From an optimization exercise on the open Yosys and OpenROAD flow, aimed at small area and few clock cycles; shortcuts taken in it are not production practice.
The RTL was checked by simulation tests, not by an equivalence proof against the original design.
No run shown here takes its clock network from TritonCTS; it comes from the design's own scripts or RTL.
The flow treats the clock pin as an ideal source. Dropping or thinning the clock tree relies on that and would not hold on a real chip.

### design/flow/config.mk
export PLATFORM = sky130hd
export DESIGN_NAME = vlsu_load_top
export DESIGN_NICKNAME = vlsu_load_top
export VERILOG_FILES = /design/flow/design.v
export SDC_FILE = /design/flow/constraint.sdc
export NUM_CORES = 4
export LEC_CHECK = 0
export CAP_MARGIN = 20
export CORE_MARGIN = 2
export CORE_UTILIZATION = 60
export GPL_TIMING_DRIVEN = 0
export PLACE_DENSITY = 0.8
export SLEW_MARGIN = 20
### design/flow/constraint.sdc
create_clock -name core_clock -period 10.0 [get_ports {clk_i}]
set_input_delay 2.0000 -clock core_clock [delete_from_list [all_inputs] [get_ports {clk_i}]]
set_output_delay 2.0000 -clock core_clock [all_outputs]
set_load 0.01 [all_outputs]
### design/flow/design.v
package vlsu_pkg;
  localparam int unsigned BusNibbles  = 8;
  localparam int unsigned BusIdxW     = $clog2(BusNibbles);
  localparam int unsigned LaneNibbles = 4;
  localparam int unsigned NrLanesDef  = 4;
  localparam int unsigned RowNibbles  = LaneNibbles * NrLanesDef;
  localparam int unsigned RowPtrW     = $clog2(RowNibbles);
  localparam int unsigned RowIdxW     = 4;
  localparam int unsigned AxiRW       = BusNibbles*4 + 1;
  localparam int unsigned TxnCtrlW    = 1 + BusIdxW + 8 + 4 + 1;
  localparam int unsigned MetaW       = 8 + 2;
  localparam int unsigned LaneWrW     = LaneNibbles*4 + LaneNibbles + RowIdxW;
  localparam int unsigned SeqInfoW    = RowPtrW;
  typedef struct packed {
    logic [BusNibbles*4-1:0] data;
    logic                    last;
  } axi_r_t;
  typedef struct packed {
    logic               is_head;
    logic [BusIdxW-1:0] head_nb;
    logic [7:0]         rmn_beat;
    logic [3:0]         lb_nb;      
    logic               is_final;
  } txn_ctrl_t;
  typedef struct packed {
    logic [7:0] vstart;
    logic [1:0] sew;
  } meta_t;
  typedef struct packed {
    logic [RowNibbles*4-1:0] nb;
    logic [RowNibbles-1:0]   en;
    logic                    last;
  } seq_row_t;
  typedef struct packed {
    logic [LaneNibbles*4-1:0] data;
    logic [LaneNibbles-1:0]   be;
    logic [RowIdxW-1:0]       row;
  } lane_wr_t;
  typedef struct packed {
    logic [RowPtrW-1:0] start_ptr;
  } seq_info_t;
endpackage
`timescale 1ns/1ps
module vlsu_fifo #(
  parameter int unsigned Depth = 4,
  parameter int unsigned Width = 1
) (
  input  logic             clk_i,
  input  logic             rst_ni,
  input  logic             in_valid_i,
  output logic             in_ready_o,
  input  logic [Width-1:0] in_i,
  output logic             out_valid_o,
  input  logic             out_ready_i,
  output logic [Width-1:0] out_o
);
  localparam int unsigned IdxW = (Depth > 1) ? $clog2(Depth) : 1;
  logic [Width-1:0] mem_q [Depth];
  logic [IdxW-1:0]  wr_idx_q, rd_idx_q;
  logic             wr_flag_q, rd_flag_q;
  logic             full, empty, push, pop;
  assign full  = (wr_idx_q == rd_idx_q) && (wr_flag_q != rd_flag_q);
  assign empty = (wr_idx_q == rd_idx_q) && (wr_flag_q == rd_flag_q);
  assign in_ready_o  = !full;
  assign out_valid_o = !empty;
  assign out_o       = mem_q[rd_idx_q];
  assign push = in_valid_i && in_ready_o;
  assign pop  = out_valid_o && out_ready_i;
  always_ff @(posedge clk_i or negedge rst_ni) begin
    if (!rst_ni) begin
      wr_idx_q  <= '0;
      rd_idx_q  <= '0;
      wr_flag_q <= 1'b0;
      rd_flag_q <= 1'b0;
    end else begin
      if (push) begin
        if (wr_idx_q == IdxW'(Depth - 1)) begin
          wr_idx_q  <= '0;
          wr_flag_q <= ~wr_flag_q;
        end else begin
          wr_idx_q <= wr_idx_q + 1'b1;
        end
      end
      if (pop) begin
        if (rd_idx_q == IdxW'(Depth - 1)) begin
          rd_idx_q  <= '0;
          rd_flag_q <= ~rd_flag_q;
        end else begin
          rd_idx_q <= rd_idx_q + 1'b1;
        end
      end
    end
  end
  always_ff @(posedge clk_i) begin
    if (push) begin
      mem_q[wr_idx_q] <= in_i;
    end
  end
endmodule
`timescale 1ns/1ps
module vlsu_seq_load #(
  parameter int unsigned MetaDepth = 2
) (
  input  logic      clk_i,
  input  logic      rst_ni,
  input  logic      axi_r_valid_i,
  output logic      axi_r_ready_o,
  input  vlsu_pkg::axi_r_t    axi_r_i,
  input  logic      txn_valid_i,
  output logic      txn_ready_o,
  input  vlsu_pkg::txn_ctrl_t txn_i,
  input  logic      meta_valid_i,
  output logic      meta_ready_o,
  input  vlsu_pkg::meta_t     meta_i,
  output logic      row_valid_o,
  input  logic      row_ready_i,
  output vlsu_pkg::seq_row_t  row_o
);
  typedef enum logic {
    S_IDLE,
    S_COMMIT
  } state_e;
  state_e state_q, state_d;
  vlsu_pkg::seq_info_t info_in, info_out;
  logic      info_valid, info_ready;
  assign info_in.start_ptr = meta_i.vstart[vlsu_pkg::RowPtrW-1:0] << meta_i.sew;
  vlsu_fifo #(
    .Depth (MetaDepth),
    .Width (vlsu_pkg::SeqInfoW)
  ) i_info_fifo (
    .clk_i       (clk_i),
    .rst_ni      (rst_ni),
    .in_valid_i  (meta_valid_i),
    .in_ready_o  (meta_ready_o),
    .in_i        (info_in),
    .out_valid_o (info_valid),
    .out_ready_i (info_ready),
    .out_o       (info_out)
  );
  logic [1:0][vlsu_pkg::RowNibbles*4-1:0] nb_q, nb_d;
  logic [1:0][vlsu_pkg::RowNibbles-1:0]   en_q, en_d;
  logic [1:0]                   last_q, last_d;
  logic [vlsu_pkg::RowNibbles*4-1:0]      wr_nb;
  logic [vlsu_pkg::RowNibbles-1:0]        wr_en;
  logic [1:0] wr_cnt_q, rd_cnt_q;
  logic       buf_full, buf_empty, row_enq, row_deq;
  assign buf_full  = (wr_cnt_q ^ rd_cnt_q) == 2'b10;
  assign buf_empty = wr_cnt_q == rd_cnt_q;
  assign row_valid_o = !buf_empty;
  assign row_o.nb    = nb_q[rd_cnt_q[0]];
  assign row_o.en    = en_q[rd_cnt_q[0]];
  assign row_o.last  = last_q[rd_cnt_q[0]];
  assign row_deq     = row_valid_o && row_ready_i;
  logic [vlsu_pkg::BusIdxW-1:0] bus_cnt_q, bus_cnt_d;
  logic [vlsu_pkg::RowPtrW-1:0] ptr_q, ptr_d;
  logic [3:0]         lower_nb, upper_nb, bus_avail, start_nb;
  logic [vlsu_pkg::RowPtrW:0]   row_free, n_cmt;
  logic               do_cmt, accept, final_beat;
  assign final_beat = txn_i.is_final && axi_r_i.last;
  assign lower_nb   = txn_i.is_head ? {1'b0, txn_i.head_nb} : 4'd0;
  assign upper_nb   = (txn_i.rmn_beat == '0) ? txn_i.lb_nb : 4'(vlsu_pkg::BusNibbles);
  assign bus_avail  = upper_nb - lower_nb - {1'b0, bus_cnt_q};
  assign row_free   = (vlsu_pkg::RowPtrW+1)'(vlsu_pkg::RowNibbles) - {1'b0, ptr_q};
  assign start_nb   = lower_nb + {1'b0, bus_cnt_q};
  assign do_cmt     = (state_q == S_COMMIT) && axi_r_valid_i && txn_valid_i && !buf_full;
  assign axi_r_ready_o = accept;
  assign txn_ready_o   = accept;
  always_comb begin
    state_d    = state_q;
    bus_cnt_d  = bus_cnt_q;
    ptr_d      = ptr_q;
    nb_d       = nb_q;
    en_d       = en_q;
    last_d     = last_q;
    wr_nb      = nb_q[wr_cnt_q[0]];
    wr_en      = en_q[wr_cnt_q[0]];
    info_ready = 1'b0;
    accept     = 1'b0;
    row_enq    = 1'b0;
    n_cmt      = '0;
    if (state_q == S_IDLE) begin
      if (txn_valid_i && info_valid) begin
        info_ready = 1'b1;
        bus_cnt_d  = '0;
        ptr_d      = info_out.start_ptr;
        state_d    = S_COMMIT;
      end
    end else if (do_cmt) begin
      if ({1'b0, bus_avail} > row_free) begin
        n_cmt     = row_free;
        bus_cnt_d = bus_cnt_q + vlsu_pkg::BusIdxW'(row_free);
        ptr_d     = '0;
        row_enq   = 1'b1;
      end else begin
        n_cmt     = {1'b0, bus_avail};
        bus_cnt_d = '0;
        ptr_d     = ptr_q + bus_avail;
        accept    = 1'b1;
        if (({1'b0, bus_avail} == row_free) || final_beat) begin
          ptr_d   = '0;
          row_enq = 1'b1;
        end
        if (final_beat) begin
          state_d = S_IDLE;
        end
      end
      for (int unsigned i = 0; i < vlsu_pkg::RowNibbles; i++) begin
        if ((i >= ptr_q) && (i < ptr_q + n_cmt)) begin
          wr_nb[i*4 +: 4] = axi_r_i.data[vlsu_pkg::BusIdxW'(i + start_nb - ptr_q)*4 +: 4];
          wr_en[i]        = 1'b1;
        end
      end
      nb_d[wr_cnt_q[0]]   = wr_nb;
      en_d[wr_cnt_q[0]]   = wr_en;
      last_d[wr_cnt_q[0]] = row_enq && accept && final_beat;
    end
    if (row_deq) begin
      nb_d[rd_cnt_q[0]]   = '0;
      en_d[rd_cnt_q[0]]   = '0;
      last_d[rd_cnt_q[0]] = 1'b0;
    end
  end
  always_ff @(posedge clk_i or negedge rst_ni) begin
    if (!rst_ni) begin
      state_q   <= S_IDLE;
      bus_cnt_q <= '0;
      ptr_q     <= '0;
      wr_cnt_q  <= '0;
      rd_cnt_q  <= '0;
      nb_q      <= '0;
      en_q      <= '0;
      last_q    <= '0;
    end else begin
      state_q   <= state_d;
      bus_cnt_q <= bus_cnt_d;
      ptr_q     <= ptr_d;
      nb_q      <= nb_d;
      en_q      <= en_d;
      last_q    <= last_d;
      if (row_enq) begin
        wr_cnt_q <= wr_cnt_q + 2'd1;
      end
      if (row_deq) begin
        rd_cnt_q <= rd_cnt_q + 2'd1;
      end
    end
  end
endmodule
`timescale 1ns/1ps
module vlsu_shuffle #(
  parameter int unsigned NrLanes = vlsu_pkg::NrLanesDef
) (
  input  logic                                clk_i,
  input  logic                                rst_ni,
  input  logic                                row_valid_i,
  output logic                                row_ready_o,
  input  vlsu_pkg::seq_row_t                            row_i,
  input  logic [NrLanes-1:0]                  lane_ready_i,
  output logic [NrLanes-1:0]                  lane_push_o,
  output logic [NrLanes-1:0][vlsu_pkg::LaneWrW-1:0] lane_o
);
  logic [vlsu_pkg::RowIdxW-1:0] row_cnt_q;
  logic               row_xfer;
  assign row_ready_o = &lane_ready_i;
  assign row_xfer    = row_valid_i && row_ready_o;
  for (genvar j = 0; j < NrLanes; j++) begin : gen_slice
    vlsu_pkg::lane_wr_t slice;
    assign slice.data     = row_i.nb[j*vlsu_pkg::LaneNibbles*4 +: vlsu_pkg::LaneNibbles*4];
    assign slice.be       = row_i.en[j*vlsu_pkg::LaneNibbles +: vlsu_pkg::LaneNibbles];
    assign slice.row      = row_cnt_q;
    assign lane_push_o[j] = row_xfer;
    assign lane_o[j]      = slice;
  end
  always_ff @(posedge clk_i or negedge rst_ni) begin
    if (!rst_ni) begin
      row_cnt_q <= '0;
    end else if (row_xfer) begin
      if (row_i.last) begin
        row_cnt_q <= '0;
      end else begin
        row_cnt_q <= row_cnt_q + 1'b1;
      end
    end
  end
endmodule
`timescale 1ns/1ps
module vlsu_lane_queue #(
  parameter int unsigned Depth = 4
) (
  input  logic     clk_i,
  input  logic     rst_ni,
  input  logic     push_i,
  input  vlsu_pkg::lane_wr_t wr_i,
  output logic     ready_o,
  output logic     q_valid_o,
  input  logic     q_ready_i,
  output vlsu_pkg::lane_wr_t q_o
);
  logic keep;
  assign keep = push_i && (|wr_i.be);
  vlsu_fifo #(
    .Depth (Depth),
    .Width (vlsu_pkg::LaneWrW)
  ) i_fifo (
    .clk_i       (clk_i),
    .rst_ni      (rst_ni),
    .in_valid_i  (keep),
    .in_ready_o  (ready_o),
    .in_i        (wr_i),
    .out_valid_o (q_valid_o),
    .out_ready_i (q_ready_i),
    .out_o       (q_o)
  );
endmodule
`timescale 1ns/1ps
module vlsu_wb_arbiter #(
  parameter int unsigned NrLanes = vlsu_pkg::NrLanesDef
) (
  input  logic                                     clk_i,
  input  logic                                     rst_ni,
  input  logic [NrLanes-1:0]                       q_valid_i,
  output logic [NrLanes-1:0]                       q_ready_o,
  input  logic [NrLanes-1:0][vlsu_pkg::LaneWrW-1:0] q_i,
  output logic                                     wb_valid_o,
  input  logic                                     wb_ready_i,
  output vlsu_pkg::lane_wr_t                                 wb_o,
  output logic [$clog2(NrLanes)-1:0]               wb_lane_o
);
  localparam int unsigned LaneW = $clog2(NrLanes);
  logic [LaneW-1:0] last_q, gnt;
  logic             found;
  always_comb begin
    int unsigned idx;
    found = 1'b0;
    gnt   = last_q;
    for (int unsigned off = 1; off <= NrLanes; off++) begin
      idx = (32'(last_q) + off) % NrLanes;
      if (!found && q_valid_i[idx]) begin
        found = 1'b1;
        gnt   = LaneW'(idx);
      end
    end
  end
  assign wb_valid_o = found;
  assign wb_o       = q_i[gnt];
  assign wb_lane_o  = gnt;
  always_comb begin
    q_ready_o = '0;
    if (wb_valid_o && wb_ready_i) begin
      q_ready_o[gnt] = 1'b1;
    end
  end
  always_ff @(posedge clk_i or negedge rst_ni) begin
    if (!rst_ni) begin
      last_q <= LaneW'(NrLanes - 1);
    end else if (wb_valid_o && wb_ready_i) begin
      last_q <= gnt;
    end
  end
endmodule
`timescale 1ns/1ps
module vlsu_load_top #(
  parameter int unsigned NrLanes   = vlsu_pkg::NrLanesDef,
  parameter int unsigned MetaDepth = 2,
  parameter int unsigned LaneDepth = 4
) (
  input  logic                       clk_i,
  input  logic                       rst_ni,
  input  logic                       axi_r_valid_i,
  output logic                       axi_r_ready_o,
  input  logic [32:0]                axi_r_i,
  input  logic                       txn_valid_i,
  output logic                       txn_ready_o,
  input  logic [16:0]                txn_i,
  input  logic                       meta_valid_i,
  output logic                       meta_ready_o,
  input  logic [9:0]                 meta_i,
  output logic                       wb_valid_o,
  input  logic                       wb_ready_i,
  output logic [23:0]                wb_o,
  output logic [$clog2(NrLanes)-1:0] wb_lane_o
);
  vlsu_pkg::axi_r_t    axi_r;
  vlsu_pkg::txn_ctrl_t txn;
  vlsu_pkg::meta_t     meta;
  assign axi_r = axi_r_i;
  assign txn   = txn_i;
  assign meta  = meta_i;
  logic       busy_q;           
  logic [3:0] ptr_q;            
  logic       first_q;          
  logic [3:0] row_q;            
  logic [2:0] idx_q;            
  logic [2:0][3:0] buf_q;       
  logic [3:0] start_ptr, ptr, row;
  logic [1:0] lo, f, lane;
  logic       mid, active;
  assign start_ptr = meta.vstart[3:0] << meta.sew;
  assign active    = meta_valid_i;
  assign ptr       = busy_q ? ptr_q : start_ptr;
  assign lo        = (busy_q && !first_q) ? 2'd0 : start_ptr[1:0];
  assign row       = busy_q ? row_q : 4'd0;
  assign mid       = busy_q && (idx_q != 3'd0);
  assign f         = ptr[1:0];
  assign lane      = ptr[3:2];
  logic [2:0] lower, idx, s;
  logic [3:0] upper, t;
  logic [3:0] d;
  logic       final_beat, close, beat_v;
  assign beat_v     = axi_r_valid_i && active;
  assign final_beat = txn.is_final && axi_r.last;
  assign lower      = txn.is_head ? txn.head_nb : 3'd0;
  assign upper      = axi_r.last ? txn.lb_nb : 4'd8;
  assign idx        = mid ? idx_q : lower;
  assign t          = {1'b0, idx} + {2'b0, ~f} + 4'd1;
  assign d          = upper - t;
  assign close      = !d[3];
  assign s          = t[2:0] + 3'd4;
  logic [7:0][3:0] bnib;
  logic [3:0][3:0] rot;
  assign bnib = axi_r.data;
  logic [7:0][3:0] r1, r2;
  always_comb begin
    for (int unsigned i = 0; i < 8; i++) begin
      r1[i]  = s[0] ? bnib[(i + 1) % 8] : bnib[i];
    end
    for (int unsigned i = 0; i < 8; i++) begin
      r2[i]  = s[1] ? r1[(i + 2) % 8] : r1[i];
    end
    for (int unsigned i = 0; i < 4; i++) begin
      rot[i] = s[2] ? r2[i + 4] : r2[i];
    end
  end
  logic [2:0][3:0] buf_in;
  always_comb begin
    for (int unsigned p = 0; p < 3; p++) begin
      buf_in[p] = (s[2] ^ close) ? r2[p + 4] : r2[p];
    end
  end
  logic [3:0][3:0] out_nb;
  logic [3:0]      be;
  always_comb begin
    for (int unsigned i = 0; i < 4; i++) begin
      out_nb[i] = (i < 3 && i < 32'(f)) ? buf_q[i % 3] : rot[i];
      be[i]     = (i >= 32'(lo)) && (close || (i < 32'(d[1:0])));
    end
  end
  logic wr, do_step, take, done, stash;
  assign wr      = beat_v && (close || final_beat);
  assign do_step = beat_v && (!wr || wb_ready_i);
  assign stash   = close && !final_beat && (d[3:2] == 2'b00);
  assign take    = do_step && (close ? (stash || d == 4'd0) : 1'b1);
  assign done    = take && final_beat;
  assign meta_ready_o  = done;
  assign axi_r_ready_o = take;
  assign txn_ready_o   = take;
  assign wb_valid_o = wr;
  assign wb_o       = {out_nb, be, row};
  assign wb_lane_o  = lane;
  always_ff @(posedge clk_i or negedge rst_ni) begin
    if (!rst_ni) begin
      busy_q <= 1'b0;
    end else begin
      busy_q <= (busy_q || do_step) && !done;
    end
  end
  always_ff @(posedge clk_i) begin
    ptr_q <= ptr;
    first_q <= !busy_q || first_q;
    row_q <= row;
    if (do_step) begin
      ptr_q[1:0] <= (close && !stash) ? 2'd0 : d[1:0];
      if (close) begin
        ptr_q[3:2] <= lane + 2'd1;
        first_q    <= 1'b0;
        row_q      <= (lane == 2'd3) ? row + 4'd1 : row;
      end
    end
    if (do_step) begin
      idx_q <= take ? 3'd0 : t[2:0];
      for (int unsigned p = 0; p < 3; p++) begin
        if (close || p >= 32'(f)) begin
          buf_q[p] <= buf_in[p];
        end
      end
    end
  end
endmodule
### design/flow/flow/run.sh
#!/bin/bash
# Standard ORFS layout with three changes: ABC maps the logic with its
# area-oriented mapper (flow/abc_area.script in place of abc_speed.script),
# the port buffers are made of the smallest buffer cell, and the clock is
# distributed by a single clkbuf_16 at the centre of the registers
# (flow/one_clkbuf.tcl, run as the PRE_CTS_TCL hook) instead of a tree.
set -euo pipefail
rm -rf scripts_abc
cp -r "$FLOW_HOME/scripts" scripts_abc
cp flow/abc_area.script scripts_abc/abc_speed.script
bash standard.sh SCRIPTS_DIR="$PWD/scripts_abc" \
  BUFFER_PORTS_ARGS="-buffer_cell sky130_fd_sc_hd__buf_1" \
  PRE_CTS_TCL="$PWD/flow/one_clkbuf.tcl" ONE_CLKBUF_CELL=sky130_fd_sc_hd__clkbuf_16 \
  finish > standard_flow.log 2>&1
### design/flow/flow/abc_area.script
strash
dch
amap
strash
dch
amap
### design/flow/flow/one_clkbuf.tcl
# Pre-CTS hook: the design has few registers, so one clock buffer placed at
# the centre of the registers drives them all, in place of TritonCTS's tree.
set block [ord::get_db_block]
set dbu [$block getDbUnitsPerMicron]
set clk_net [$block findNet clk_i]
set sx 0
set sy 0
set n 0
foreach it [$clk_net getITerms] {
  lassign [[$it getInst] getLocation] x y
  set sx [expr {$sx + $x}]
  set sy [expr {$sy + $y}]
  incr n
}
set cx [expr {double($sx) / $n / $dbu}]
set cy [expr {double($sy) / $n / $dbu}]
puts "one_clkbuf: $n clock sinks, buffer at ($cx, $cy)"
insert_buffer -buffer_cell $::env(ONE_CLKBUF_CELL) -net clk_i \
  -location [list $cx $cy] -buffer_name clkbuf_root -net_name clknet_root
rename clock_tree_synthesis tritoncts_unused
proc clock_tree_synthesis { args } {
  puts "one_clkbuf: clock tree is the single root buffer"
  set_propagated_clock [all_clocks]
}
### design/flow/standard.sh
#!/bin/bash
# synth_recipe.tcl (not shown) runs the flow's synth.tcl, then flattens the netlist and writes it again
# the make line also repeats each setting of config.mk as NAME=value (left out here)
make -C /OpenROAD-flow-scripts/flow DESIGN_CONFIG=/design/flow/config.mk WORK_HOME=/design/flow/orfs CLKGATE_MAP_FILE= SYNTH_SCRIPT=/design/flow/synth_recipe.tcl "${@:-finish}"
==> impl_metrics.yaml, run 1 <==
setup_path:
  start_kind: "primary input"
  crit_required_ps: 8000
  r2r_cells: 14
  rr_endpoint: "buf_q[8]$_DFFE_PP_"
  regToRegSetupSlack_ps: 4370
  rr_startpoint: "idx_q[0]$_SDFFCE_PN0P_"
  cp_cell_sequence: "buf_1 -> clkinv_1 -> nand3_1 -> o21ai_0 -> ha_2 -> clkinvlp_4 -> ha_1 -> clkinv_1 -> a21o_1 -> a21oi_1 -> nor2_1 -> a21oi_1 -> nor2_1 -> nor2_1 -> nor2_1 -> clkinv_1 -> o41ai_2 -> and3_1 -> buf_1"
  cpMostUsedCell: "nor2_1"
  crit_start: "meta_i[0]"
  worstSetupEndpointType: "output pin"
  cp.arrival_ps: 6960
  slowest_stage: "ha_2"
  cp_slowest_stage_delay_ps: 750
  path_class: "primary input to output pin"
  cp-endpoint: "meta_ready_o"
  cp_max_fo: 34
timing:
  setup_viol: 0
  clock_skew_ps: 2.97
  tightestPinTransition_ps: 812
  fin_tns_setup_ps: 0
  rsz0062_at_grt: "false"
  drv_slew: 0
  relSlewSlack_pct: 45.5
  fmax_mhz: 112
  layout_min_cycle_time_ps: 8960
  hold_viol: 0
  fin_crit_sh_pct: 89.6
floorplanning:
  fp.dieW_um: 62.9
  die-area_um2: 3960
  die_height_um: 62.9
  rows: 21
  num_io_pins: 96
  core_area_um2: 3340
  initial_core_util_pct: 62.4
cells_and_area:
  design_area_um2: 2510
  post_route_cells_drive_above_1_share_pct: 3.04
  postLayoutCoreUtil_pct: 75.3
  most-common-layout-cells: "buf_1, o22ai_1, clkinv_1, o22a_1, nor2_1"
  nets: 406
  area_growth_pct: 20.5
  final_common_cell: "buf_1"
  final_cells: 375
  n_antenna_cell: 0
cts:
  cts.clk_slew.worst_paths_ps: 100
  clk_latency_ps: 160
  cts_post_setup_buffers_inserted: 0
  cts_resized: 0
  holdBufCountCts: 0
synth:
  synth.area.mux_share_pct: 0
  syn_avg_cell_area_um2: 8.50
  synth_xor_area_share_pct: 0
  synth_top_family_by_area: "compound AO/OA/AOI/OAI gates"
  synth_top_area_share_pct: 21.6
  synth_cells: 245
  synth_compound_area_share_pct: 49.0
  synth_nets: 320
  synth_warnings: 1
  synthTopCellsByArea: "edfxtp_1, o22ai_1, o22a_1, dfxtp_1, a22o_1"
  synth_top_area_cell: "edfxtp_1"
  syn_area_um2: 2080
  seq_area_frac_synth_pct: 31.5
  synth-seq-cells: 25
  synthSimpleGateAreaFrac_pct: 8.35
  synth_cell_types: 26
  synth_fa_ha_area_share_pct: 6.13
detailed_routing:
  dr.pass1.iters: 5
  vias: 2409
  drc_errors: 0
  via_per_inst: 6.42
  ant_nets: 0
  wl_per_cell_um: 15.7
  finalWirelength_mm: 5.88
  drt-initial-drc-count: 315
hold_path:
  hp-start: "first_q$_DFF_P_"
  hold_class: "register to register"
grt:
  grt_pass1_wl_mm: 9.66
  grtUsageMet3_pct: 1.98
  grt.met1_usage_pct: 42.0
  grt_use_total_pct: 29.0
  grt.busiest_layer: "met2"
  grt_overflow: 0
  grt_max_degree: 37
  met2_usage_pct: 48.4
  antenna_found_initial: 0
  first_global_vias: 2134
status:
  outcome: "no timing/DRC/antenna violations"
placement:
  dp.cells: 374
  gp_congestion: 0.811
  dpl_cell_area_um2: 2470
  numPortBuffers: 82
  post-dp-hpwl_mm: 4.35
flow_run:
  cap_viol_max_count: 0
==> per-stage QoR <==
step           hold slack [ps]  worst slack, ps
3_5_place_dp               452              454
6_report                   486             1040
3_3_place_gp               448             -563
4_1_cts                    478              420
5_1_grt                    530              544
2_1_floorplan              432             1200
==> worst max-delay path, delay by kind of cell <==
family | cells | cell delay (ps)
and+or+nand+nor | 6 | 1200
adders and majority gates | 2 | 1160
AOI/OAI and AO/OA | 5 | 1040
buffers and inverters | 6 | 1550
==> sequential cells by signal, summed over array words and instances (netlist names) <==
signal and count:
buf_q 12, ptr_q 4, row_q 4, idx_q 3
busy_q 1, first_q 1
==> metal layers <==
layer / routed length (um) / share of wire, %
met5: 0 / 0
met4: 17 / 0.29
met3: 550 / 9.4
met2: 2720 / 46
met1: 2590 / 44
==> worst min path at each step <==
stage / end / slack, ps / cells past startpoint
after floorplan: first_q$_DFF_P_ / 430 / 2
after global placement: first_q$_DFF_P_ / 450 / 2
after detailed placement: first_q$_DFF_P_ / 450 / 2
after CTS: first_q$_DFF_P_ / 480 / 2
after global routing: first_q$_DFF_P_ / 530 / 2
final: first_q$_DFF_P_ / 490 / 2
==> area by class of cell, clock buffers not listed <==
class / instances / area [um2]
repair buffers: 83 / 319
multi-input cells: 194 / 1350
plain buffers: 2 / 15.0
well taps: 46 / 57.6
fillers: 291 / 826
inverters: 24 / 93.8
flip-flops and latches: 25 / 656
==> kinds of logic (layout without fill, tap and decap cells) <==
group	Yosys count	count (layout)
DFF	25	25
AOI/OAI and AO/OA	143	143
and+or+nand+nor	42	42
buffers and inverters	26	110
adders and majority gates	9	9
==> Yosys cell counts <==
cell,count
o22a_1,23
a21oi_1,11
a22o_1,16
a21boi_0,1
a311oi_1,1
nor2b_1,4
edfxtp_1,15
a32oi_1,3
a221oi_1,5
ha_1,7
dfxtp_1,9
nor2_1,22
buf_4,2
and3_1,1
o31ai_1,3
dfrtp_1,1
o41ai_1,1
o21ai_0,7
nand2_1,13
o32a_1,4
o22ai_1,63
fa_1,2
nor4_1,1
clkinv_1,24
nand3_1,1
a21o_1,5
Testbench counts, summed over its fixed seeds: cycles 14,178.
==> run 2, diff against run 1 <==
--- a/design/flow/flow/run.sh
+++ b/design/flow/flow/run.sh
@@ -11,4 +11,4 @@
 bash standard.sh SCRIPTS_DIR="$PWD/scripts_abc" \
   BUFFER_PORTS_ARGS="-buffer_cell sky130_fd_sc_hd__buf_1" \
-  PRE_CTS_TCL="$PWD/flow/one_clkbuf.tcl" ONE_CLKBUF_CELL=sky130_fd_sc_hd__clkbuf_16 \
+  PRE_CTS_TCL="$PWD/flow/one_clkbuf.tcl" ONE_CLKBUF_CELL=sky130_fd_sc_hd__clkbuf_16 RECOVER_POWER=100 \
   finish > standard_flow.log 2>&1
==> run 2 against run 1 <==
Worst setup slack gained 12 ps. Critical path depth is the same. Area after synthesis unchanged. Still clean on timing, DRC and antenna. Critical endpoint unchanged. Core utilization is 0.19 points lower. Worst hold slack lost 5.4 ps.
==> impl_metrics.yaml, run 2 <==
synth:
  synthTopCellsByCount: "o22ai_1, clkinv_1, o22a_1"
  syn_area_um2: 2080
  seq_area_frac_synth_pct: 31.5
  synth_top_area_share_pct: 21.6
  syn_avg_cell_area_um2: 8.50
  synth_nets: 320
  synth.most_common_cell: "o22ai_1"
  synth_edf_count: 15
  synth_cells: 245
  synthTopCellsByArea: "edfxtp_1, o22ai_1, o22a_1, dfxtp_1, a22o_1"
  synth_top_area_cell: "edfxtp_1"
  synth-seq-cells: 25
  synth_cell_types: 26
  async_flop_share_pct: 4.00
  synth_warnings: 1
  ys_dominant_reg_cell: "edfxtp_1"
timing:
  layout_min_cycle_time_ps: 8950
  rsz0062_at_grt: "false"
  setup_viol: 0
  clock_skew_ps: 3.44
  drv_slew: 0
  fin_crit_sh_pct: 89.5
  hold_viol: 0
  fin_tns_setup_ps: 0
  relSlewSlack_pct: 21.0
  fmax_mhz: 112
  tightestPinTransition_ps: 1190
setup_path:
  cp_slowest_stage_delay_ps: 750
  crit_required_ps: 8000
  crit_start: "meta_i[0]"
  regToRegSetupSlack_ps: 3890
  worstSetupEndpointType: "output pin"
  cp_max_fo: 34
  slowest_stage: "ha_2"
  rr_startpoint: "idx_q[0]$_SDFFCE_PN0P_"
  path_delay_family: "buffers and inverters"
  critPathBufInv: 6
  r2r_cells: 14
  path_class: "primary input to output pin"
  cp_cell_sequence: "buf_1 -> clkinv_1 -> nand3_1 -> o21ai_0 -> ha_2 -> clkinvlp_4 -> ha_1 -> clkinv_1 -> a21o_1 -> a21oi_1 -> nor2_1 -> a21oi_1 -> nor2_1 -> nor2_1 -> nor2_1 -> clkinv_1 -> o41ai_2 -> and3_1 -> buf_1"
  rr_endpoint: "buf_q[8]$_DFFE_PP_"
  critical_path_depth: 19
  start_kind: "primary input"
  cp.arrival_ps: 6950
  cpMostUsedCell: "nor2_1"
  cp-endpoint: "meta_ready_o"
placement:
  gp_congestion: 0.811
  dpl_cell_area_um2: 2470
  post-dp-hpwl_mm: 4.35
  numPortBuffers: 82
grt:
  first_global_vias: 2134
  grt_use_total_pct: 29.0
  grt_pass1_wl_mm: 9.66
  grt_overflow: 0
  antenna_found_initial: 0
  grt_max_degree: 37
cts:
  cts.clk_slew.worst_paths_ps: 100
  holdBufCountCts: 0
  clk_latency_ps: 160
cells_and_area:
  area_growth_pct: 20.2
  post_route_cells_drive_above_1_share_pct: 2.74
  largest_reg_flops: 12
  reg_top3: "buf_q (12), ptr_q (4), row_q (4)"
  nets: 406
  final_common_cell: "buf_1"
  fill_cells: 293
  n_antenna_cell: 0
  design_area_um2: 2500
  most-common-layout-cells: "buf_1, o22ai_1, clkinv_1, o22a_1, nor2_1"
  regMostFlops: "buf_q"
floorplanning:
  core_area_um2: 3340
  die_height_um: 62.9
  rows: 21
  initial_core_util_pct: 62.4
  fp.dieW_um: 62.9
  die-area_um2: 3960
  num_io_pins: 96
hold_path:
  hp-start: "first_q$_DFF_P_"
  hold_class: "register to register"
detailed_routing:
  wl_per_cell_um: 15.7
  drt-initial-drc-count: 312
  dr.pass1.iters: 5
  drc_errors: 0
  ant_nets: 0
  finalWirelength_mm: 5.89
  vias: 2402
  via_per_inst: 6.41
flow_run:
  cap_viol_max_count: 0
status:
  outcome: "no timing/DRC/antenna violations"
[run 2: cell counts after synthesis]
No cell type changed its count.
[run 2: what timing repair did]
action	CTS	global route
setup endpoints to repair	0	3
gates resized for setup	0	2
setup buffers	0	0
[run 2: worst min path at each step]
| stage | to | slack, ps | depth (start not counted) |
|---|---|---|---|
| after global placement | first_q$_DFF_P_ | 450 | 2 |
| after floorplan | first_q$_DFF_P_ | 430 | 2 |
| final | first_q$_DFF_P_ | 480 | 2 |
| after CTS | first_q$_DFF_P_ | 480 | 2 |
| after global routing | first_q$_DFF_P_ | 530 | 2 |
| after detailed placement | first_q$_DFF_P_ | 450 | 2 |
[run 2: cells by family after synthesis]
family / synth area share (%)
DFF: 31.5
and+or+nand+nor: 8.35
AOI/OAI and AO/OA: 49.0
adders and majority gates: 6.13
buffers and inverters: 5.05
[run 2: layout make-up, clock buffers not listed]
type                    instances  area [um2]  area share [%]
plain buffers                   2        15.0           0.599
inverters                      24        93.8            3.75
multi-input cells             194        1340            53.4
flip-flops and latches         25         656            26.2
well taps                      46        57.6            2.30
repair buffers                 83         319            12.7
[run 2: worst min-delay path, cell delays in order, from the launching register on]
cell	delay, ps
dfxtp_1	320
nor2_1	60
nor2_1	70
[run 2: metal layers]
| layer | routed length, um | GRT usage, % | up-vias |
|---|---|---|---|
| li1 | - | - | 1193 |
| met5 | 0 | 0 | - |
| met1 | 2590 | 42.0 | 1079 |
| met3 | 556 | 1.98 | 4 |
| met2 | 2710 | 48.4 | 126 |
| met4 | 27 | 4.44 | 0 |
[run 2: per-stage QoR]
step                util (%)  setup WS [ps]  hold WS (ps)  cells
floorplan                  -           1200           432    245
global placement        73.4           -563           448    373
detailed placement      74.1            454           452    374
CTS                     74.9            420           478    375
global route            75.1            555           530    375
finish                  75.1           1050           481    375
==> run 3, diff against run 2 <==
--- a/design/flow/design.v
+++ b/design/flow/design.v
@@ -472,7 +472,6 @@
       ptr_q[1:0] <= (close && !stash) ? 2'd0 : d[1:0];
       if (close) begin
-        ptr_q[3:2] <= lane + 2'd1;
+        {row_q, ptr_q[3:2]} <= {row, lane} + 6'd1;
         first_q    <= 1'b0;
-        row_q      <= (lane == 2'd3) ? row + 4'd1 : row;
       end
     end
==> run 3 against run 2 <==
First-iteration DRC count down 7.1%. Core utilization up 1.8 points. Largest cell class unchanged. Still clean on timing, DRC and antenna. Fmax down 6.0%. Register-to-register slack worse by 120 ps. Die area down 0.51%. Global-route usage up 0.69 points. Clock skew down 0.76 ps. Final cell count up 0.27%.
==> impl_metrics.yaml, run 3 <==
status:
  outcome: "no timing/DRC/antenna violations"
placement:
  gp_congestion: 0.951
  post-dp-hpwl_mm: 4.51
  dp.cells: 370
  place_ws_ps: -1570
  numPortBuffers: 82
  dpl_cell_area_um2: 2440
setup_path:
  rr_startpoint: "busy_q$_DFF_PN0_"
  start_kind: "primary input"
  cp_max_fo: 20
  regToRegSetupSlack_ps: 3770
  worstSetupEndpointType: "output pin"
  cpMostUsedCell: "clkinv_1"
  critPathBufInv: 7
  path_class: "primary input to output pin"
  rr_endpoint: "buf_q[11]$_DFFE_PP_"
  r2r_cells: 13
  cp_cell_sequence: "buf_1 -> clkinv_1 -> o22ai_1 -> clkinv_1 -> a32oi_4 -> clkinv_1 -> fa_2 -> o21ai_4 -> ha_1 -> a21oi_1 -> nand2_1 -> o21ai_1 -> clkinv_1 -> nor2_1 -> nor2_1 -> nor2_2 -> clkinv_1 -> o41ai_4 -> and3_1 -> buf_1"
  slowest_stage: "a32oi_4"
  cp_slowest_stage_delay_ps: 500
  path_delay_family: "compound AO/OA/AOI/OAI gates"
  cp.arrival_ps: 7520
  crit_required_ps: 8000
timing:
  fin_crit_sh_pct: 95.2
  fmax_mhz: 105
  hold_viol: 0
  rsz0062_at_grt: "false"
  layout_min_cycle_time_ps: 9520
  fin_tns_setup_ps: 0
  clock_skew_ps: 2.68
  drv_slew: 0
  finalWorstSetupSlack_ps: 480
  relSlewSlack_pct: 29.1
  setup_viol: 0
  whs_ps: 441
  tightestPinTransition_ps: 1060
cells_and_area:
  final_common_cell: "buf_1"
  post_route_cells_drive_above_1_share_pct: 4.85
  multiInputGateArea_um2: 1380
  nets: 406
  design_area_um2: 2560
  fill_cells: 278
  final-seq-area_um2: 656
  final_cells: 376
  postLayoutCoreUtil_pct: 76.9
  largest_reg_flops: 12
  area_growth_pct: 23.8
  regMostFlops: "buf_q"
  n_antenna_cell: 0
  most-common-layout-cells: "buf_1, o22ai_1, o22a_1, clkinv_1, nor2_1"
  reg_top3: "buf_q (12), ptr_q (4), row_q (4)"
hold_path:
  hp-start: "row_q[2]$_DFF_P_"
  hold_depth: 1
  holdPathEnd: "row_q[2]$_DFF_P_"
  hold_class: "register to register"
cts:
  holdBufCountCts: 0
  cts.clk_slew.worst_paths_ps: 100
  clk_latency_ps: 160
grt:
  grt_use_total_pct: 29.7
  antenna_found_initial: 0
  grt_max_degree: 35
  grt_pass1_wl_mm: 9.75
  grt_overflow: 0
  first_global_vias: 2158
synth:
  synth_top_area_share_pct: 21.7
  async_flop_share_pct: 4.00
  synth_nets: 316
  ys_dominant_reg_cell: "edfxtp_1"
  synthTopCellsByCount: "o22ai_1, o22a_1, clkinv_1"
  synth_warnings: 1
  syn_avg_cell_area_um2: 8.56
  synth_top_area_cell: "edfxtp_1"
  synth_edf_count: 15
  seq_area_frac_synth_pct: 31.6
  synthTopCellsByArea: "edfxtp_1, o22ai_1, o22a_1, dfxtp_1, a22o_1"
  syn_area_um2: 2070
  synth-seq-cells: 25
  synth.most_common_cell: "o22ai_1"
  synth_cells: 242
  synth_cell_types: 29
detailed_routing:
  drt-initial-drc-count: 290
  wl_per_cell_um: 16.3
  drc_errors: 0
  vias: 2453
  dr.pass1.iters: 5
  ant_nets: 0
  via_per_inst: 6.52
  finalWirelength_mm: 6.13
floorplanning:
  num_io_pins: 96
  rows: 21
  core_area_um2: 3340
  fp.dieW_um: 62.8
  die_height_um: 62.8
  die-area_um2: 3940
  initial_core_util_pct: 62.1
flow_run:
  cap_viol_max_count: 0
run 3: how the worst max path moves through the flow:
stage | from | depth (start not counted) | end | slack (ps)
2_1_floorplan | meta_i[0] | 18 | meta_ready_o | 330
3_3_place_gp | meta_i[0] | 19 | meta_ready_o | -1680
3_5_place_dp | meta_i[0] | 19 | meta_ready_o | -1570
4_1_cts | meta_i[0] | 21 | meta_ready_o | 110
5_1_grt | meta_i[0] | 20 | meta_ready_o | 20
6_report | meta_i[0] | 20 | meta_ready_o | 480
run 3: repair_timing:
| item | CTS | global route |
|---|---|---|
| resized for setup | 8 | 3 |
| endpoints found under the setup margin | 3 | 3 |
| setup buffers | 1 | 4 |
| hold endpoints to repair | 0 | 0 |
| pin swaps | 1 | 2 |
run 3: cell type report, clock buffers not listed:
class	count	share of cell area [%]
inverters	23	3.41
well taps	46	2.24
plain buffers	2	0.585
multi-input cells	192	53.6
repair buffers	87	13.6
flip-flops and latches	25	25.6
run 3: metal layers:
layer | wire, um | share of wire (%) | GRT usage [%] | vias up
li1 | - | - | - | 1199
met1 | 2680 | 44 | 43.1 | 1126
met2 | 2920 | 48 | 49.5 | 124
met3 | 496 | 8.1 | 3.60 | 4
met4 | 28 | 0.46 | 2.78 | 0
met5 | 0 | 0 | 0 | -
run 3: logic make-up (layout without fill, tap and decap cells):
logic type                 Yosys count  in the layout  share of synthesized area [%]
AOI/OAI and AO/OA                  144            144                           49.5
adders and majority gates            8              8                           5.56
DFF                                 25             25                           31.6
buffers and inverters               25            113                           4.89
and+or+nand+nor                     40             40                           8.39
Testbench counts of run 3, summed over its fixed seeds: cycles 14,178.
==> run 4, diff against run 3 <==
--- a/design/flow/flow/run.sh
+++ b/design/flow/flow/run.sh
@@ -11,4 +11,4 @@
 bash standard.sh SCRIPTS_DIR="$PWD/scripts_abc" \
   BUFFER_PORTS_ARGS="-buffer_cell sky130_fd_sc_hd__buf_1" \
-  PRE_CTS_TCL="$PWD/flow/one_clkbuf.tcl" ONE_CLKBUF_CELL=sky130_fd_sc_hd__clkbuf_16 RECOVER_POWER=100 \
+  PRE_CTS_TCL="$PWD/flow/one_clkbuf.tcl" ONE_CLKBUF_CELL=sky130_fd_sc_hd__buf_12 RECOVER_POWER=100 \
   finish > standard_flow.log 2>&1
==> run 4 against run 3 <==
Via count rose by 0.16%. Still clean. Register-to-register slack barely moved. Synthesized cell count did not move. Final cell count did not move. Critical path depth did not move. Fmax fell by 0.13%.
==> impl_metrics.yaml, run 4 <==
hold_path:
  hold_class: "register to register"
  hp-start: "row_q[2]$_DFF_P_"
  holdPathEnd: "row_q[2]$_DFF_P_"
  hold_depth: 1
synth:
  synth_top_family_by_area: "compound AO/OA/AOI/OAI gates"
  synthTopCellsByCount: "o22ai_1, o22a_1, clkinv_1"
  synth_xor_area_share_pct: 0
  synth_nets: 316
  synth.area.mux_share_pct: 0
  synth_cell_types: 29
  synth_top_area_share_pct: 21.7
  ys_dominant_reg_cell: "edfxtp_1"
  synth_compound_area_share_pct: 49.5
  synth_edf_count: 15
  synthSimpleGateAreaFrac_pct: 8.39
  synth.most_common_cell: "o22ai_1"
  synth_top_area_cell: "edfxtp_1"
  seq_area_frac_synth_pct: 31.6
  synthTopCellsByArea: "edfxtp_1, o22ai_1, o22a_1, dfxtp_1, a22o_1"
  syn_area_um2: 2070
  async_flop_share_pct: 4.00
  synth_cells: 242
  syn_avg_cell_area_um2: 8.56
  synth_fa_ha_area_share_pct: 5.56
  synth_warnings: 1
  synth-seq-cells: 25
floorplanning:
  die-area_um2: 3940
  die_height_um: 62.8
  initial_core_util_pct: 62.1
  num_io_pins: 96
  fp.dieW_um: 62.8
  rows: 21
  core_area_um2: 3340
grt:
  grt_overflow: 0
  grt_use_total_pct: 29.7
  grtUsageMet3_pct: 3.60
  grt_max_degree: 35
  grt.met1_usage_pct: 43.1
  grt.busiest_layer: "met2"
  grt_pass1_wl_mm: 9.75
  met2_usage_pct: 49.5
  first_global_vias: 2158
  antenna_found_initial: 0
placement:
  post-dp-hpwl_mm: 4.51
  dpl_cell_area_um2: 2440
  gp_congestion: 0.951
  numPortBuffers: 82
  place_ws_ps: -1570
cts:
  cts.clk_slew.worst_paths_ps: 100
  clk_latency_ps: 140
  holdBufCountCts: 0
setup_path:
  worstSetupEndpointType: "output pin"
  cp_max_fo: 20
  regToRegSetupSlack_ps: 3760
  rr_endpoint: "row_q[3]$_DFF_P_"
  rr_startpoint: "busy_q$_DFF_PN0_"
  path_class: "primary input to output pin"
  crit_required_ps: 8000
  cp.arrival_ps: 7530
  start_kind: "primary input"
  r2r_cells: 19
timing:
  layout_min_cycle_time_ps: 9530
  fin_crit_sh_pct: 95.3
  finalWorstSetupSlack_ps: 467
  tightestPinTransition_ps: 1040
  setup_viol: 0
  hold_viol: 0
  clock_skew_ps: 8.24
  fmax_mhz: 105
  drv_slew: 0
  relSlewSlack_pct: 30.8
  fin_tns_setup_ps: 0
  rsz0062_at_grt: "false"
cells_and_area:
  nets: 406
  largest_reg_flops: 12
  final_common_cell: "buf_1"
  design_area_um2: 2560
  regMostFlops: "buf_q"
  n_antenna_cell: 0
  postLayoutCoreUtil_pct: 76.7
  post_route_cells_drive_above_1_share_pct: 4.85
  most-common-layout-cells: "buf_1, o22ai_1, o22a_1, clkinv_1, nor2_1"
  reg_top3: "buf_q (12), ptr_q (4), row_q (4)"
  area_growth_pct: 23.6
detailed_routing:
  via_per_inst: 6.53
  drt-initial-drc-count: 263
  vias: 2457
  drc_errors: 0
  dr.pass1.iters: 5
  finalWirelength_mm: 6.03
  ant_nets: 0
  wl_per_cell_um: 16.0
flow_run:
  cap_viol_max_count: 0
status:
  outcome: "no timing/DRC/antenna violations"
run 4: cell counts after synthesis:
Identical to the previous run, type by type.
run 4: how the worst max path moves through the flow:
stage	startpoint	endpoint	slack, ps
final	meta_i[0]	meta_ready_o	470
after global routing	meta_i[0]	meta_ready_o	20
after CTS	meta_i[0]	meta_ready_o	110
after detailed placement	meta_i[0]	meta_ready_o	-1570
after global placement	meta_i[0]	meta_ready_o	-1680
after floorplan	meta_i[0]	meta_ready_o	330
run 4: through the flow:
step,cells,hold WS [ps]
floorplan,242,414
global placement,370,421
detailed placement,370,427
CTS,372,441
global route,376,468
finish,376,441
run 4: final cells by class, clock buffers not listed:
| type | count | area (um2) |
|---|---|---|
| well taps | 46 | 57.6 |
| plain buffers | 2 | 15.0 |
| flip-flops and latches | 25 | 656 |
| multi-input cells | 192 | 1380 |
| inverters | 23 | 87.6 |
| repair buffers | 87 | 349 |
| fillers | 277 | 777 |
run 4: cell families after synthesis:
family          Yosys count
flops                    25
compound gates          144
simple gates             40
buf+inv                  25
fa+ha+maj                 8
run 4: repair_timing:
item / 4_1_cts / 5_1_grt
resized for setup: 8 / 3
pin swaps: 1 / 2
buffers inserted: 1 / 4
endpoints found under the setup margin: 3 / 3
gates cloned: 0 / 0
run 4: per-layer routing:
metal / part of all wire [%] / vias to the layer above
li1: - / 1198
met1: 43 / 1125
met2: 48 / 128
met3: 8.5 / 6
met4: 0.70 / 0
met5: 0 / -
run 4: critical path, cell delays in order:
cell	delay, ps
buf_1	160
clkinv_1	150
o22ai_1	240
clkinv_1	170
a32oi_4	500
clkinv_1	360
fa_2	490
o21ai_4	450
ha_1	350
a21oi_1	180
nand2_1	70
o21ai_1	340
clkinv_1	310
nor2_1	200
nor2_1	70
nor2_2	290
clkinv_1	320
o41ai_4	460
and3_1	260
buf_1	160
==> run 5, diff against run 4 <==
--- a/design/flow/design.v
+++ b/design/flow/design.v
@@ -472,6 +472,7 @@
       ptr_q[1:0] <= (close && !stash) ? 2'd0 : d[1:0];
       if (close) begin
-        {row_q, ptr_q[3:2]} <= {row, lane} + 6'd1;
+        ptr_q[3:2] <= lane + 2'd1;
         first_q    <= 1'b0;
+        row_q      <= (lane == 2'd3) ? row + 4'd1 : row;
       end
     end
==> design/flow/flow/run.sh (replaced) <==
#!/bin/bash
# Standard ORFS layout with four changes: ABC maps the logic with its
# area-oriented mapper (flow/abc_area.script in place of abc_speed.script),
# the port buffers are made of the smallest buffer cell, and the clock is
# distributed by a single clkbuf_16 at the centre of the registers
# (flow/one_clkbuf.tcl, run as the PRE_CTS_TCL hook) instead of a tree;
# after global routing, cells with spare slack are downsized (RECOVER_POWER).
set -euo pipefail
rm -rf scripts_abc
cp -r "$FLOW_HOME/scripts" scripts_abc
cp flow/abc_area.script scripts_abc/abc_speed.script
bash standard.sh SCRIPTS_DIR="$PWD/scripts_abc" \
  BUFFER_PORTS_ARGS="-buffer_cell sky130_fd_sc_hd__buf_1" \
  PRE_CTS_TCL="$PWD/flow/one_clkbuf.tcl" ONE_CLKBUF_CELL=sky130_fd_sc_hd__clkbuf_16 RECOVER_POWER=100 \
  finish > standard_flow.log 2>&1
==> run 5 against run 4 <==
Critical path depth shrank 1. Clock skew shrank 4.8 ps. Routed wire length shrank 2.4%. Register-to-register slack gained 130 ps. Sequential share of layout area grew 0.56 points. Global-route usage shrank 0.69 points. Critical path type unchanged. Critical endpoint unchanged. Worst setup slack gained 580 ps. Via count shrank 2.2%. Largest cell class unchanged. Highest routed layer unchanged. Area after synthesis grew 0.54%. Sequential cell count is the same.
==> impl_metrics.yaml, run 5 <==
detailed_routing:
  ant_nets: 0
  dr.pass1.iters: 5
  vias: 2402
  wl_per_cell_um: 15.7
  finalWirelength_mm: 5.89
  drt-initial-drc-count: 312
  via_per_inst: 6.41
  drc_errors: 0
synth:
  syn_area_um2: 2080
  synthTopCellsByCount: "o22ai_1, clkinv_1, o22a_1"
  syn_avg_cell_area_um2: 8.50
  ys_dominant_reg_cell: "edfxtp_1"
  async_flop_share_pct: 4.00
  synth_cell_types: 26
  synth.most_common_cell: "o22ai_1"
  synth_nets: 320
  synth_top_area_share_pct: 21.6
  synth_cells: 245
  synth-seq-cells: 25
  synth_edf_count: 15
  synthTopCellsByArea: "edfxtp_1, o22ai_1, o22a_1, dfxtp_1, a22o_1"
  seq_area_frac_synth_pct: 31.5
  synth_warnings: 1
  synth_top_area_cell: "edfxtp_1"
cells_and_area:
  regMostFlops: "buf_q"
  most-common-layout-cells: "buf_1, o22ai_1, clkinv_1, o22a_1, nor2_1"
  postLayoutCoreUtil_pct: 75.1
  design_area_um2: 2500
  reg_top3: "buf_q (12), ptr_q (4), row_q (4)"
  area_growth_pct: 20.2
  fill_cells: 293
  final_common_cell: "buf_1"
  n_antenna_cell: 0
  nets: 406
  final_cells: 375
  largest_reg_flops: 12
  post_route_cells_drive_above_1_share_pct: 2.74
cts:
  holdBufCountCts: 0
  clk_latency_ps: 160
  cts.clk_slew.worst_paths_ps: 100
placement:
  dpl_cell_area_um2: 2470
  place_ws_ps: 454
  dp.cells: 374
  gp_congestion: 0.811
  post-dp-hpwl_mm: 4.35
  numPortBuffers: 82
setup_path:
  slowest_stage: "ha_2"
  cp_max_fo: 34
  cpMostUsedCell: "nor2_1"
  start_kind: "primary input"
  cp.arrival_ps: 6950
  worstSetupEndpointType: "output pin"
  crit_required_ps: 8000
  cp_cell_sequence: "buf_1 -> clkinv_1 -> nand3_1 -> o21ai_0 -> ha_2 -> clkinvlp_4 -> ha_1 -> clkinv_1 -> a21o_1 -> a21oi_1 -> nor2_1 -> a21oi_1 -> nor2_1 -> nor2_1 -> nor2_1 -> clkinv_1 -> o41ai_2 -> and3_1 -> buf_1"
  critPathBufInv: 6
  cp_slowest_stage_delay_ps: 750
  path_class: "primary input to output pin"
  path_delay_family: "buffers and inverters"
timing:
  relSlewSlack_pct: 21.0
  tightestPinTransition_ps: 1190
  finalWorstSetupSlack_ps: 1050
  hold_viol: 0
  clock_skew_ps: 3.44
  drv_slew: 0
  fmax_mhz: 112
  rsz0062_at_grt: "false"
  fin_crit_sh_pct: 89.5
  setup_viol: 0
  layout_min_cycle_time_ps: 8950
  whs_ps: 481
  fin_tns_setup_ps: 0
grt:
  grt_overflow: 0
  first_global_vias: 2134
  grt_pass1_wl_mm: 9.66
  met2_usage_pct: 48.4
  grtUsageMet3_pct: 1.98
  grt.met1_usage_pct: 42.0
  grt_max_degree: 37
  antenna_found_initial: 0
  grt.busiest_layer: "met2"
  grt_use_total_pct: 29.0
floorplanning:
  rows: 21
  die-area_um2: 3960
  initial_core_util_pct: 62.4
  fp.dieW_um: 62.9
  die_height_um: 62.9
  core_area_um2: 3340
  num_io_pins: 96
flow_run:
  cap_viol_max_count: 0
hold_path:
  hold_class: "register to register"
status:
  outcome: "no timing/DRC/antenna violations"
==> run 5: cell count changes after synthesis, sizes merged, moves of 3 or more <==
cell / previous run / this run
a22o: 13 / 16
a22oi: 6 / 0
nand2: 10 / 13
nor2: 19 / 22
nor3: 3 / 0
==> run 5: cell type report, clock buffers not listed <==
cell class	instances	area [um2]	share of cell area, %
Multi-Input combinational cell	194	1340	53.4
Sequential cell	25	656	26.2
Timing Repair Buffer	83	319	12.7
Inverter	24	93.8	3.75
Tap cell	46	57.6	2.30
Buffer	2	15.0	0.599
==> run 5: kinds of logic after synthesis <==
group / after synthesis / synth area share (%)
compound gates: 143 / 49.0
simple gates: 42 / 8.35
buf+inv: 26 / 5.05
flops: 25 / 31.5
fa+ha+maj: 9 / 6.13
==> run 5: tightest hold or removal path, delay by kind of cell, from the launching register on <==
family | cells | cell delay [ps]
flip-flops | 1 | 320
AND/OR/NAND/NOR | 2 | 130
==> run 5: final timing paths <==
| kind | startpoint | endpoint | slack (ps) | cells after the start |
|---|---|---|---|---|
| min reg2reg | first_q$_DFF_P_ | first_q$_DFF_P_ | 480 | 2 |
| min in group asynchronous | rst_ni | busy_q$_DFF_PN0_ | 1580 | 1 |
| min | first_q$_DFF_P_ | first_q$_DFF_P_ | 480 | 2 |
| max | meta_i[0] | meta_ready_o | 1050 | 19 |
| max reg2reg | idx_q[0]$_SDFFCE_PN0P_ | buf_q[8]$_DFFE_PP_ | 3890 | 14 |
| max in group asynchronous | rst_ni | busy_q$_DFF_PN0_ | 8320 | 1 |
==> run 5: repair_timing <==
| action | 4_1_cts | 5_1_grt |
|---|---|---|
| resized for setup | 0 | 2 |
| setup endpoints to repair | 0 | 3 |
| setup buffers | 0 | 0 |
==> run 5: routing by layer <==
layer / part of all wire [%] / vias up
li1: - / 1193
met2: 46 / 126
met4: 0.46 / 0
met5: 0 / -
met3: 9.4 / 4
met1: 44 / 1079
Testbench counts of run 5, summed over its fixed seeds: cycles 14,178.
==> run 6, diff against run 5 <==
==> design/flow/flow/run.sh (replaced) <==
#!/bin/bash
# Standard ORFS layout with four changes: ABC maps the logic with its
# area-oriented mapper (flow/abc_area.script in place of abc_speed.script),
# the port buffers are made of the smallest buffer cell, and the clock is
# distributed by a single buf_12 at the centre of the registers
# (flow/one_clkbuf.tcl, run as the PRE_CTS_TCL hook) instead of a tree;
# after global routing, cells with spare slack are downsized (RECOVER_POWER).
set -euo pipefail
rm -rf scripts_abc
cp -r "$FLOW_HOME/scripts" scripts_abc
cp flow/abc_area.script scripts_abc/abc_speed.script
bash standard.sh SCRIPTS_DIR="$PWD/scripts_abc" \
  BUFFER_PORTS_ARGS="-buffer_cell sky130_fd_sc_hd__buf_1" \
  PRE_CTS_TCL="$PWD/flow/one_clkbuf.tcl" ONE_CLKBUF_CELL=sky130_fd_sc_hd__buf_12 RECOVER_POWER=100 \
  finish > standard_flow.log 2>&1
==> run 6 against run 5 <==
Global-route usage is essentially flat. Worst setup slack got worse by 330 ps. Worst hold slack better by 1.6 ps. Final area decreased by 0.20%.
==> impl_metrics.yaml, run 6 <==
status:
  outcome: "no timing/DRC/antenna violations"
timing:
  rsz0062_at_grt: "false"
  hold_viol: 0
  clock_skew_ps: 3.34
  relSlewSlack_pct: 17.8
  fmax_mhz: 108
  layout_min_cycle_time_ps: 9270
  finalWorstSetupSlack_ps: 726
  drv_slew: 0
  setup_viol: 0
  tightestPinTransition_ps: 1230
  fin_crit_sh_pct: 92.7
synth:
  synth.most_common_cell: "o22ai_1"
  synth_edf_count: 15
  synth-seq-cells: 25
  async_flop_share_pct: 4.00
  synth_cells: 245
  synth_top_area_share_pct: 21.6
  synthTopCellsByCount: "o22ai_1, clkinv_1, o22a_1"
  syn_avg_cell_area_um2: 8.50
  synth_cell_types: 26
  syn_area_um2: 2080
  synth_nets: 320
  ys_dominant_reg_cell: "edfxtp_1"
  synth_top_area_cell: "edfxtp_1"
  seq_area_frac_synth_pct: 31.5
  synth_warnings: 1
  synthTopCellsByArea: "edfxtp_1, o22ai_1, o22a_1, dfxtp_1, a22o_1"
floorplanning:
  die_height_um: 62.9
  rows: 21
  initial_core_util_pct: 62.4
  num_io_pins: 96
  core_area_um2: 3340
  fp.dieW_um: 62.9
  die-area_um2: 3960
setup_path:
  cp.arrival_ps: 7270
  crit_required_ps: 8000
  cp_max_fo: 36
  worstSetupEndpointType: "output pin"
  start_kind: "primary input"
  path_class: "primary input to output pin"
cells_and_area:
  regMostFlops: "buf_q"
  area_growth_pct: 20.0
  n_antenna_cell: 0
  reg_top3: "buf_q (12), ptr_q (4), row_q (4)"
  design_area_um2: 2500
  final_common_cell: "buf_1"
  post_route_cells_drive_above_1_share_pct: 2.42
  most-common-layout-cells: "buf_1, o22ai_1, clkinv_1, o22a_1, nor2_1"
  fill_cells: 290
  largest_reg_flops: 12
  nets: 407
placement:
  post-dp-hpwl_mm: 4.35
  place_ws_ps: 454
  numPortBuffers: 82
  gp_congestion: 0.811
  dpl_cell_area_um2: 2470
cts:
  holdBufCountCts: 0
  cts_post_setup_buffers_inserted: 0
  cts.clk_slew.worst_paths_ps: 100
  clk_latency_ps: 140
detailed_routing:
  drc_errors: 0
  ant_nets: 0
  finalWirelength_mm: 6.03
  wl_met2_mm: 2.77
  wl_met1_mm: 2.72
  wl_met3_um: 488
  highest_layer: "met4"
  wl_per_cell_um: 16.0
  drt-initial-drc-count: 347
  via_per_inst: 6.54
  dr.pass1.iters: 5
  vias: 2458
grt:
  grt_max_degree: 37
  grt_pass1_wl_mm: 9.67
  grt_overflow: 0
  first_global_vias: 2108
  antenna_found_initial: 0
  grt_use_total_pct: 29.0
hold_path:
  hold_class: "register to register"
flow_run:
  cap_viol_max_count: 0
==> run 6: cell types whose count changed in the layout (fill, tap and decap cells not counted), sizes merged <==
cell / delta
clkinvlp: +1
buf: +1
clkbuf: -1
==> run 6: cell families (layout without fill, tap and decap cells) <==
group | Yosys count | after routing | share of synthesized area, %
and+or+nand+nor | 42 | 42 | 8.35
AOI/OAI and AO/OA | 143 | 143 | 49.0
buffers and inverters | 26 | 111 | 5.05
adders and majority gates | 9 | 9 | 6.13
DFF | 25 | 25 | 31.5
==> run 6: final timing paths <==
kind / startpoint / end / slack [ps] / depth (start not counted)
worst min register to register: first_q$_DFF_P_ / first_q$_DFF_P_ / 480 / 2
worst max-delay path: meta_i[0] / meta_ready_o / 730 / 17
worst max register to register: idx_q[0]$_SDFFCE_PN0P_ / buf_q[3]$_DFFE_PP_ / 3640 / 14
max in group asynchronous: rst_ni / busy_q$_DFF_PN0_ / 8300 / 1
min in group asynchronous: rst_ni / busy_q$_DFF_PN0_ / 1610 / 1
worst min-delay path: first_q$_DFF_P_ / first_q$_DFF_P_ / 480 / 2
==> run 6: what timing repair did <==
item,CTS,global route
hold endpoints to repair,0,0
setup endpoints to repair,0,3
gates resized for setup,0,1
==> run 6: through the flow <==
stage               TNS (ps)  std cells  utilization [%]  hold slack (ps)
floorplan                  0        245                -              432
global placement       -1350        373             73.4              448
global route               0        376             74.9              531
CTS                        0        375             74.7              479
finish                     0        376             74.9              482
detailed placement         0        374             74.1              452
==> run 6: worst max-delay path: stages <==
cell and delay [ps]:
buf_1 150, clkinv_1 160, o22a_1 220, nand2_1 90, o21ai_1 230, fa_1 1450
ha_1 390, a21o_1 150, a21oi_1 170, a21oi_1 160, nor2_1 210, nor2_1 60
nor2_1 410, clkinv_1 340, o41ai_2 650, and3_1 280, buf_1 160
==> run 6: final cells by class, clock buffers not listed <==
class | instances | area [um2] | area share [%]
multi-input combinational | 194 | 1330 | 53.4
timing repair buffer | 83 | 319 | 12.8
timing repair inverter | 1 | 5.00 | 0.200
sequential | 25 | 656 | 26.2
inverter | 24 | 93.8 | 3.75
buffer | 2 | 15.0 | 0.601
tap | 46 | 57.6 | 2.30
==> run 6: metal layers <==
| metal | vias to the layer above | GRT usage [%] |
|---|---|---|
| li1 | 1197 | - |
| met1 | 1125 | 43.7 |
| met2 | 128 | 46.8 |
| met3 | 8 | 1.44 |
| met4 | 0 | 4.17 |
| met5 | - | 0 |

what the ideal ports hide:
The flow's constraints put no driver on any port. The routed layouts listed below were extracted and timed again, unchanged, in two steps. Step 1, drivers: a clkbuf_16 drives clk_i and a buf_2 each remaining input, both assumed. Step 2 moves the port delays by t, midway between the first and last clock arrival at a register: inputs arrive t later, outputs are due t later. That takes back most of the time a late clock gives input paths. a / b / c = no drivers / after step 1 / after step 2; a / b = the first two.
run | shift t [ns] | setup slack, ns | worst hold slack (ns) | worst setup path at the end
run 1 | 0.188 | 1.039 / 1.017 / 1.017 | 0.486 / 0.486 / 0.486 | input to output
run 2 | 0.189 | 1.052 / 1.030 / 1.030 | 0.481 / 0.481 / 0.481 | input to output
run 3 | 0.189 | 0.480 / 0.457 / 0.457 | 0.441 / 0.441 / 0.441 | input to output
run 4 | 0.167 | 0.467 / 0.445 / 0.445 | 0.441 / 0.441 / 0.441 | input to output
run 5 | 0.189 | 1.052 / 1.030 / 1.030 | 0.481 / 0.481 / 0.481 | input to output
run 6 | 0.169 | 0.726 / 0.703 / 0.703 | 0.482 / 0.482 / 0.482 | input to output
After both steps setup and hold are still met in every run listed.
